This design comes from an exercise in tuning for small area on the open sky130 flow, not from production work.
Only simulation tests tie the RTL to the original design; equivalence was not proved.
Power figures rest on the tool's default switching activity, not on a simulated workload.

==> branch ember: inputs <==
==> flow/design.v <==
package decode_pkg;
    typedef logic [31:0] word_t;
    typedef logic [4:0]  reg_addr_t;
    typedef enum logic [5:0] {
        OP_SPECIAL = 6'b000000,
        OP_ADDI    = 6'b001000,
        OP_ADDIU   = 6'b001001,
        OP_SLTI    = 6'b001010,
        OP_SLTIU   = 6'b001011,
        OP_ANDI    = 6'b001100,
        OP_ORI     = 6'b001101,
        OP_XORI    = 6'b001110,
        OP_LUI     = 6'b001111
    } opcode_e;
    typedef enum logic [5:0] {
        FUNC_SLL  = 6'b000000,
        FUNC_SRL  = 6'b000010,
        FUNC_SRA  = 6'b000011,
        FUNC_SLLV = 6'b000100,
        FUNC_SRLV = 6'b000110,
        FUNC_SRAV = 6'b000111,
        FUNC_ADD  = 6'b100000,
        FUNC_ADDU = 6'b100001,
        FUNC_SUB  = 6'b100010,
        FUNC_SUBU = 6'b100011,
        FUNC_AND  = 6'b100100,
        FUNC_OR   = 6'b100101,
        FUNC_XOR  = 6'b100110,
        FUNC_NOR  = 6'b100111,
        FUNC_SLT  = 6'b101010,
        FUNC_SLTU = 6'b101011
    } func_e;
    typedef enum logic [7:0] {
        ALU_NOP   = 8'h00,
        ALU_SRL   = 8'h02,
        ALU_SRA   = 8'h03,
        ALU_ADD   = 8'h20,
        ALU_ADDU  = 8'h21,
        ALU_SUB   = 8'h22,
        ALU_SUBU  = 8'h23,
        ALU_AND   = 8'h24,
        ALU_OR    = 8'h25,
        ALU_XOR   = 8'h26,
        ALU_NOR   = 8'h27,
        ALU_SLT   = 8'h2a,
        ALU_SLTU  = 8'h2b,
        ALU_ADDI  = 8'h55,
        ALU_ADDIU = 8'h56,
        ALU_SLTI  = 8'h57,
        ALU_SLTIU = 8'h58,
        ALU_ANDI  = 8'h59,
        ALU_ORI   = 8'h5a,
        ALU_XORI  = 8'h5b,
        ALU_LUI   = 8'h5c,
        ALU_SLL   = 8'h7c   
    } alu_op_e;
    typedef enum logic [2:0] {
        SEL_NOP   = 3'b000,
        SEL_LOGIC = 3'b001,
        SEL_SHIFT = 3'b010,
        SEL_ARITH = 3'b100
    } alu_sel_e;
    typedef struct packed {
        logic      wreg;
        reg_addr_t wd;
        word_t     wdata;
    } reg_write_t;
    typedef struct packed {
        alu_op_e   aluop;
        alu_sel_e  alusel;
        reg_addr_t wd;
        logic      wreg;
        logic      reg1_read;
        logic      reg2_read;
        word_t     imm;
        logic      inst_valid;
    } decode_ctrl_t;
    typedef struct packed {
        alu_op_e   aluop;
        alu_sel_e  alusel;
        reg_addr_t wd;
        logic      wreg;
        logic      inst_valid;
        word_t     reg1;
        word_t     reg2;
    } decode_out_t;
endpackage
`timescale 1ns/1ns
module ao22 (
    input  logic a1, a2, b1, b2,
    output logic y
);
    assign y = (a1 & a2) | (b1 & b2);
endmodule
module rf_word (
    input  logic        clk,
    input  logic        keep_i,
    input  logic        we_i,
    input  logic [31:0] wd_i,
    output logic [31:0] q_o
);
    logic [31:0] q;
    logic [31:0] d;
    for (genvar k = 0; k < 32; k++) begin : g_bit
        ao22 u_d (.a1 (keep_i), .a2 (q[k]), .b1 (we_i), .b2 (wd_i[k]), .y (d[k]));
    end
    always_ff @(posedge clk) begin
        q <= d;
    end
    assign q_o = q;
endmodule
`timescale 1ns/1ns
module aoi222 (
    input  logic a1, a2, b1, b2, c1, c2,
    output logic y
);
    assign y = ~((a1 & a2) | (b1 & b2) | (c1 & c2));
endmodule
module aoi22 (
    input  logic a1, a2, b1, b2,
    output logic y
);
    assign y = ~((a1 & a2) | (b1 & b2));
endmodule
module oai31 (
    input  logic a1, a2, a3, b1,
    output logic y
);
    assign y = ~((a1 | a2 | a3) & b1);
endmodule
module nandn #(
    parameter int M = 2
) (
    input  logic [M-1:0] x_i,
    output logic         y_o
);
    assign y_o = ~&x_i;
endmodule
module rd_bit #(
    parameter int NX = 3
) (
    input  logic [30:0]   dec_i,
    input  logic [30:0]   col_i,
    input  logic          f_i,
    input  logic [NX-1:0] xsel_i,
    input  logic [NX-1:0] xd_i,
    output logic          y_o
);
    logic [10:0] p;      
    logic [2:0]  r;      
    logic        t;      
    for (genvar g = 0; g < 10; g++) begin : g_grp
        aoi222 u_g (
            .a1 (dec_i[3*g]),   .a2 (col_i[3*g]),
            .b1 (dec_i[3*g+1]), .b2 (col_i[3*g+1]),
            .c1 (dec_i[3*g+2]), .c2 (col_i[3*g+2]),
            .y  (p[g])
        );
    end
    nandn #(.M(2)) u_p10 (.x_i ({dec_i[30], col_i[30]}), .y_o (p[10]));
    nandn #(.M(4)) u_r0 (.x_i (p[3:0]),  .y_o (r[0]));
    nandn #(.M(4)) u_r1 (.x_i (p[7:4]),  .y_o (r[1]));
    nandn #(.M(3)) u_r2 (.x_i (p[10:8]), .y_o (r[2]));
    oai31 u_t (.a1 (r[0]), .a2 (r[1]), .a3 (r[2]), .b1 (f_i), .y (t));
    if (NX == 3) begin : g_x3
        logic o;
        aoi222 u_x (
            .a1 (xsel_i[0]), .a2 (xd_i[0]),
            .b1 (xsel_i[1]), .b2 (xd_i[1]),
            .c1 (xsel_i[2]), .c2 (xd_i[2]),
            .y  (o)
        );
        nandn #(.M(2)) u_y (.x_i ({t, o}), .y_o (y_o));
    end else begin : g_x4
        logic [1:0] o;
        aoi22 u_x0 (.a1 (xsel_i[0]), .a2 (xd_i[0]), .b1 (xsel_i[1]), .b2 (xd_i[1]), .y (o[0]));
        aoi22 u_x1 (.a1 (xsel_i[2]), .a2 (xd_i[2]), .b1 (xsel_i[3]), .b2 (xd_i[3]), .y (o[1]));
        nandn #(.M(3)) u_y (.x_i ({t, o}), .y_o (y_o));
    end
endmodule
`timescale 1ns/1ns
module decode_unit (
    input  logic        clk,
    input  logic        rst,
    input  logic        req_i,
    input  logic [31:0] inst_i,
    input  logic        ex_wreg_i,
    input  logic [4:0]  ex_wd_i,
    input  logic [31:0] ex_wdata_i,
    input  logic        mem_wreg_i,
    input  logic [4:0]  mem_wd_i,
    input  logic [31:0] mem_wdata_i,
    input  logic        wb_wreg_i,
    input  logic [4:0]  wb_wd_i,
    input  logic [31:0] wb_wdata_i,
    output logic        ack_o,
    output logic [7:0]  aluop_o,
    output logic [2:0]  alusel_o,
    output logic [4:0]  wd_o,
    output logic        wreg_o,
    output logic        inst_valid_o,
    output logic [31:0] reg1_o,
    output logic [31:0] reg2_o
);
    logic [31:0] rf_q [1:31];
    logic [31:0] wdm;
    assign wdm = wb_wdata_i & {32{~rst}};
    for (genvar r = 1; r < 32; r++) begin : g_rf
        logic we;
        logic keep;
        assign we   = wb_wreg_i && (wb_wd_i == r[4:0]);
        assign keep = ~we & ~rst;
        rf_word u_word (
            .clk    (clk),
            .keep_i (keep),
            .we_i   (we),
            .wd_i   (wdm),
            .q_o    (rf_q[r])
        );
    end
    logic ack_q;
    logic acc;    
    logic hold;   
    assign acc  = req_i & ~ack_q & ~rst;
    assign hold = ~acc & ~rst;
    always_ff @(posedge clk) begin
        ack_q <= req_i & ~rst;
    end
    logic [5:0]  op;
    logic [4:0]  rs, rt, rd, sa;
    logic [5:0]  fn;
    logic [15:0] imm16;
    assign {op, rs, rt, rd, sa, fn} = inst_i;
    assign imm16 = inst_i[15:0];
    logic       f_rr;     
    logic       f_sh;     
    logic       f_imm;    
    logic [7:0] aluop;
    logic [2:0] alusel;
    always_comb begin
        f_rr   = 1'b0;
        f_sh   = 1'b0;
        f_imm  = 1'b0;
        aluop  = 8'h00;
        alusel = 3'b000;
        case (op)
            6'h00: begin
                case (fn)
                    6'h24: if (sa == 5'd0) begin f_rr = 1'b1; aluop = 8'h24; alusel = 3'b001; end
                    6'h25: if (sa == 5'd0) begin f_rr = 1'b1; aluop = 8'h25; alusel = 3'b001; end
                    6'h26: if (sa == 5'd0) begin f_rr = 1'b1; aluop = 8'h26; alusel = 3'b001; end
                    6'h27: if (sa == 5'd0) begin f_rr = 1'b1; aluop = 8'h27; alusel = 3'b001; end
                    6'h04: if (sa == 5'd0) begin f_rr = 1'b1; aluop = 8'h7c; alusel = 3'b010; end
                    6'h06: if (sa == 5'd0) begin f_rr = 1'b1; aluop = 8'h02; alusel = 3'b010; end
                    6'h07: if (sa == 5'd0) begin f_rr = 1'b1; aluop = 8'h03; alusel = 3'b010; end
                    6'h00: if (rs == 5'd0) begin f_sh = 1'b1; aluop = 8'h7c; alusel = 3'b010; end
                    6'h02: if (rs == 5'd0) begin f_sh = 1'b1; aluop = 8'h02; alusel = 3'b010; end
                    6'h03: if (rs == 5'd0) begin f_sh = 1'b1; aluop = 8'h03; alusel = 3'b010; end
                    6'h20: begin f_rr = 1'b1; aluop = 8'h20; alusel = 3'b100; end
                    6'h21: begin f_rr = 1'b1; aluop = 8'h21; alusel = 3'b100; end
                    6'h22: begin f_rr = 1'b1; aluop = 8'h22; alusel = 3'b100; end
                    6'h23: begin f_rr = 1'b1; aluop = 8'h23; alusel = 3'b100; end
                    6'h2a: begin f_rr = 1'b1; aluop = 8'h2a; alusel = 3'b100; end
                    6'h2b: begin f_rr = 1'b1; aluop = 8'h2b; alusel = 3'b100; end
                    default: ;
                endcase
            end
            6'h0c: begin f_imm = 1'b1; aluop = 8'h59; alusel = 3'b001; end
            6'h0d: begin f_imm = 1'b1; aluop = 8'h5a; alusel = 3'b001; end
            6'h0e: begin f_imm = 1'b1; aluop = 8'h5b; alusel = 3'b001; end
            6'h0f: begin f_imm = 1'b1; aluop = 8'h5c; alusel = 3'b001; end
            6'h08: begin f_imm = 1'b1; aluop = 8'h55; alusel = 3'b100; end
            6'h09: begin f_imm = 1'b1; aluop = 8'h56; alusel = 3'b100; end
            6'h0a: begin f_imm = 1'b1; aluop = 8'h57; alusel = 3'b100; end
            6'h0b: begin f_imm = 1'b1; aluop = 8'h58; alusel = 3'b100; end
            default: ;
        endcase
    end
    logic        valid;
    logic [4:0]  wd;
    logic [31:0] immv;
    assign valid = f_rr | f_sh | f_imm;
    assign wd    = f_imm ? rt : rd;
    always_comb begin
        if (op[2:0] == 3'b111)     immv = {imm16, 16'h0000};         
        else if (op[2])            immv = {16'h0000, imm16};         
        else                       immv = {{16{imm16[15]}}, imm16};  
    end
    logic ex_hit1, mem_hit1, ex_hit2, mem_hit2;
    assign ex_hit1  = ex_wreg_i  && ex_wd_i  == rs && rs != 5'd0;
    assign mem_hit1 = mem_wreg_i && mem_wd_i == rs && rs != 5'd0;
    assign ex_hit2  = ex_wreg_i  && ex_wd_i  == rt && rt != 5'd0;
    assign mem_hit2 = mem_wreg_i && mem_wd_i == rt && rt != 5'd0;
    logic rd1, rd2;         
    logic e1, m1, f1, i1;   
    logic e2, m2, f2, i2;   
    assign rd1 = acc & (f_rr | f_imm);
    assign rd2 = acc & (f_rr | f_sh);
    assign e1  = rd1 & ex_hit1;
    assign m1  = rd1 & ~ex_hit1 & mem_hit1;
    assign f1  = rd1 & ~ex_hit1 & ~mem_hit1;
    assign i1  = acc & f_sh;
    assign e2  = rd2 & ex_hit2;
    assign m2  = rd2 & ~ex_hit2 & mem_hit2;
    assign f2  = rd2 & ~ex_hit2 & ~mem_hit2;
    assign i2  = acc & f_imm;
    logic [30:0] dec1, dec2;
    always_comb begin
        for (int r = 1; r < 32; r++) begin
            dec1[r-1] = rs == r[4:0];
            dec2[r-1] = rt == r[4:0];
        end
    end
    logic [31:0] reg1_q, reg2_q;
    logic [31:0] reg1_d, reg2_d;
    for (genvar k = 0; k < 32; k++) begin : g_bit
        logic [30:0] col;
        for (genvar r = 1; r < 32; r++) begin : g_col
            assign col[r-1] = rf_q[r][k];
        end
        if (k < 5) begin : g_sa
            rd_bit #(.NX(4)) u_rd1 (
                .dec_i  (dec1),
                .col_i  (col),
                .f_i    (f1),
                .xsel_i ({i1, hold, m1, e1}),
                .xd_i   ({sa[k], reg1_q[k], mem_wdata_i[k], ex_wdata_i[k]}),
                .y_o    (reg1_d[k])
            );
        end else begin : g_nosa
            rd_bit #(.NX(3)) u_rd1 (
                .dec_i  (dec1),
                .col_i  (col),
                .f_i    (f1),
                .xsel_i ({hold, m1, e1}),
                .xd_i   ({reg1_q[k], mem_wdata_i[k], ex_wdata_i[k]}),
                .y_o    (reg1_d[k])
            );
        end
        rd_bit #(.NX(4)) u_rd2 (
            .dec_i  (dec2),
            .col_i  (col),
            .f_i    (f2),
            .xsel_i ({i2, hold, m2, e2}),
            .xd_i   ({immv[k], reg2_q[k], mem_wdata_i[k], ex_wdata_i[k]}),
            .y_o    (reg2_d[k])
        );
    end
    logic [7:0]  aluop_q;
    logic [2:0]  alusel_q;
    logic [4:0]  wd_q;
    logic        valid_q;
    always_ff @(posedge clk) begin
        reg1_q   <= reg1_d;
        reg2_q   <= reg2_d;
        aluop_q  <= ({8{hold}} & aluop_q)  | ({8{acc}} & aluop);
        alusel_q <= ({3{hold}} & alusel_q) | ({3{acc}} & alusel);
        wd_q     <= ({5{hold}} & wd_q)     | ({5{acc}} & wd);
        valid_q  <= (hold & valid_q)       | (acc & valid);
    end
    assign ack_o        = ack_q;
    assign aluop_o      = aluop_q;
    assign alusel_o     = alusel_q;
    assign wd_o         = wd_q;
    assign wreg_o       = valid_q;
    assign inst_valid_o = valid_q;
    assign reg1_o       = reg1_q;
    assign reg2_o       = reg2_q;
endmodule
==> flow/flow/run.sh <==
#!/bin/bash
# Standard ORFS layout with lighter port buffers (every port still gets its
# own buffer, a buf_1 instead of the delay cell buffer_ports picks) and a
# clock tree of larger sink clusters without dummy loads.
set -euo pipefail
export BUFFER_PORTS_ARGS="-buffer_cell sky130_fd_sc_hd__buf_1"
export CTS_ARGS="-sink_clustering_enable -repair_clock_nets -sink_clustering_size 20 -sink_clustering_max_diameter 80 -buf_list sky130_fd_sc_hd__clkbuf_16 -dont_use_dummy_load"
bash standard.sh > standard.log 2>&1
==> flow/standard.sh <==
#!/bin/bash
# synth_recipe.tcl (not shown) runs the flow's synth.tcl, then flattens the netlist and writes it again
# the make line also repeats each setting of config.mk as NAME=value (left out here)
make -C /OpenROAD-flow-scripts/flow DESIGN_CONFIG=/design/flow/config.mk WORK_HOME=/design/flow/orfs CLKGATE_MAP_FILE= SYNTH_SCRIPT=/design/flow/synth_recipe.tcl "${@:-finish}"
==> flow/config.mk <==
export PLATFORM = sky130hd
export DESIGN_NAME = decode_unit
export DESIGN_NICKNAME = decode_unit
export VERILOG_FILES = /design/flow/design.v
export SDC_FILE = /design/flow/constraint.sdc
export NUM_CORES = 4
export LEC_CHECK = 0
export CAP_MARGIN = 20
export CORE_MARGIN = 2
export CORE_UTILIZATION = 40
export SLEW_MARGIN = 20
export SYNTH_HIERARCHICAL = 1
==> flow/constraint.sdc <==
create_clock -name core_clock -period 4.0 [get_ports {clk}]
set_input_delay 0.8000 -clock core_clock [delete_from_list [all_inputs] [get_ports {clk}]]
set_output_delay 0.8000 -clock core_clock [all_outputs]
set_load 0.01 [all_outputs]
==> branch onyx: changes against branch ember <==
--- a/flow/design.v
+++ b/flow/design.v
@@ -116,18 +116,6 @@
 );
     assign y = ~((a1 & a2) | (b1 & b2) | (c1 & c2));
 endmodule
-module aoi22 (
-    input  logic a1, a2, b1, b2,
-    output logic y
-);
-    assign y = ~((a1 & a2) | (b1 & b2));
-endmodule
-module oai31 (
-    input  logic a1, a2, a3, b1,
-    output logic y
-);
-    assign y = ~((a1 | a2 | a3) & b1);
-endmodule
 module nandn #(
     parameter int M = 2
 ) (
@@ -149,6 +137,7 @@
     logic [10:0] p;      
     logic [2:0]  r;      
     logic        t;      
+    logic        o;      
     for (genvar g = 0; g < 10; g++) begin : g_grp
         aoi222 u_g (
             .a1 (dec_i[3*g]),   .a2 (col_i[3*g]),
@@ -161,21 +150,24 @@
     nandn #(.M(4)) u_r0 (.x_i (p[3:0]),  .y_o (r[0]));
     nandn #(.M(4)) u_r1 (.x_i (p[7:4]),  .y_o (r[1]));
     nandn #(.M(3)) u_r2 (.x_i (p[10:8]), .y_o (r[2]));
-    oai31 u_t (.a1 (r[0]), .a2 (r[1]), .a3 (r[2]), .b1 (f_i), .y (t));
+    aoi222 u_t (
+        .a1 (f_i), .a2 (r[0]),
+        .b1 (f_i), .b2 (r[1]),
+        .c1 (f_i), .c2 (r[2]),
+        .y  (t)
+    );
+    aoi222 u_x (
+        .a1 (xsel_i[0]), .a2 (xd_i[0]),
+        .b1 (xsel_i[1]), .b2 (xd_i[1]),
+        .c1 (xsel_i[2]), .c2 (xd_i[2]),
+        .y  (o)
+    );
     if (NX == 3) begin : g_x3
-        logic o;
-        aoi222 u_x (
-            .a1 (xsel_i[0]), .a2 (xd_i[0]),
-            .b1 (xsel_i[1]), .b2 (xd_i[1]),
-            .c1 (xsel_i[2]), .c2 (xd_i[2]),
-            .y  (o)
-        );
         nandn #(.M(2)) u_y (.x_i ({t, o}), .y_o (y_o));
     end else begin : g_x4
-        logic [1:0] o;
-        aoi22 u_x0 (.a1 (xsel_i[0]), .a2 (xd_i[0]), .b1 (xsel_i[1]), .b2 (xd_i[1]), .y (o[0]));
-        aoi22 u_x1 (.a1 (xsel_i[2]), .a2 (xd_i[2]), .b1 (xsel_i[3]), .b2 (xd_i[3]), .y (o[1]));
-        nandn #(.M(3)) u_y (.x_i ({t, o}), .y_o (y_o));
+        logic n;
+        nandn #(.M(2)) u_n (.x_i ({xsel_i[3], xd_i[3]}), .y_o (n));
+        nandn #(.M(3)) u_y (.x_i ({t, o, n}), .y_o (y_o));
     end
 endmodule
 `timescale 1ns/1ns
@@ -346,20 +338,29 @@
             .y_o    (reg2_d[k])
         );
     end
-    logic [7:0]  aluop_q;
-    logic [2:0]  alusel_q;
+    logic [6:0]  aluop_q;
     logic [4:0]  wd_q;
-    logic        valid_q;
     always_ff @(posedge clk) begin
         reg1_q   <= reg1_d;
         reg2_q   <= reg2_d;
-        aluop_q  <= ({8{hold}} & aluop_q)  | ({8{acc}} & aluop);
-        alusel_q <= ({3{hold}} & alusel_q) | ({3{acc}} & alusel);
+        aluop_q  <= ({7{hold}} & aluop_q)  | ({7{acc}} & aluop[6:0]);
         wd_q     <= ({5{hold}} & wd_q)     | ({5{acc}} & wd);
-        valid_q  <= (hold & valid_q)       | (acc & valid);
     end
     assign ack_o        = ack_q;
-    assign aluop_o      = aluop_q;
+    assign aluop_o      = {1'b0, aluop_q};  
+    logic [2:0] alusel_q;
+    logic       valid_q;
+    always_comb begin
+        case (aluop_q)
+            7'h24, 7'h25, 7'h26, 7'h27,
+            7'h59, 7'h5a, 7'h5b, 7'h5c:          alusel_q = 3'b001;
+            7'h7c, 7'h02, 7'h03:                 alusel_q = 3'b010;
+            7'h20, 7'h21, 7'h22, 7'h23, 7'h2a, 7'h2b,
+            7'h55, 7'h56, 7'h57, 7'h58:          alusel_q = 3'b100;
+            default:                             alusel_q = 3'b000;
+        endcase
+    end
+    assign valid_q  = |aluop_q;
     assign alusel_o     = alusel_q;
     assign wd_o         = wd_q;
     assign wreg_o       = valid_q;
==> flow/flow/run.sh (replaced) <==
#!/bin/bash
# Standard ORFS layout with lighter port buffers (every port still gets its
# own buffer, a buf_1 instead of the delay cell buffer_ports picks) and a
# clock tree of larger sink clusters without dummy loads.
set -euo pipefail
export BUFFER_PORTS_ARGS="-buffer_cell sky130_fd_sc_hd__buf_1"
export CTS_ARGS="-sink_clustering_enable -repair_clock_nets -sink_clustering_size 26 -sink_clustering_max_diameter 80 -buf_list sky130_fd_sc_hd__clkbuf_16 -dont_use_dummy_load"
bash standard.sh > standard.log 2>&1
- CAP_MARGIN: 20 -> 0
- CORE_UTILIZATION: 40 -> 55
- PLACE_DENSITY: unset -> 0.8
- SLEW_MARGIN: 20 -> 0
==> qor summary <==
item                                                                branch ember      branch onyx
FF+latch count                                                              1074             1069
Number of different library cells in the post-synthesis netlist               58               49
Total power density per cell area                                     376 nW/um2       373 nW/um2
Post-synthesis sequential element count                                     1074             1069
Final Worst Setup Slack                                                   807 ps           229 ps
Clock transition at path regs                                              90 ps           110 ps
Number of global-route vias before repair                                  39401            40037
N_diodes                                                                       2               11
Cell Count, Final, Fillers Out                                              5473             5037
Site Rows                                                                    119              101
Routing usage on met1                                                      0.491            0.584
Sequential element share of the synthesized area                           0.507            0.512
HPWL reported at the end of detailed placement                         130000 um        118000 um
Wire length of the first global-routing pass                           294000 um        274000 um
Multi-input gate share of the layout cell area                             0.440            0.442
Met3 routing resource usage after global routing                           0.116            0.210
Cell area after synthesis                                              42400 um2        41800 um2
Hold Startpoint                                                  mem_wdata_i[28]  mem_wdata_i[15]
Core utilization of the finished layout                                    0.473            0.632
Initial Util                                                               0.403            0.553
Overall power consumption                                               0.0187 W         0.0178 W
Final critical-path share of the clock period                              0.798            0.943
Result of the run                                       timing/DRC/antenna clean  timing/DRC/antenna clean
Fraction of layout instances using a drive strength above 1                0.150            0.109
Simple-Gate Fraction of Synth Area                                        0.0732           0.0774

==> static timing again, ports no longer ideal <==
How much do the figures lean on ideal ports? The routed layouts below were timed once more, with nothing changed but the port constraints. Step 1 sets driving cells, clkbuf_16 on the clock port and buf_2 on the other inputs (assumed; they add their load-dependent delay and slew). Step 2 moves the port delays by t, midway between the first and last clock arrival at a register: inputs arrive t later, outputs are due t later. That takes back most of the time a late clock gives input paths. Slacks: ideal ports / drivers / drivers and shift; pairs: ideal ports / drivers.
run | shift t [ns] | setup slack, ns | pins driven straight from the clock port
branch ember | 0.774 | 0.807 / 0.853 / 0.080 | 1
branch onyx | 0.722 | 0.229 / 0.237 / -0.485 | 1
With both steps, setup timing fails in branch onyx, where it was met with ideal ports. The setup slack of branch ember, which loses most, moves by +0.046 ns with the drivers and by -0.727 ns with both steps.
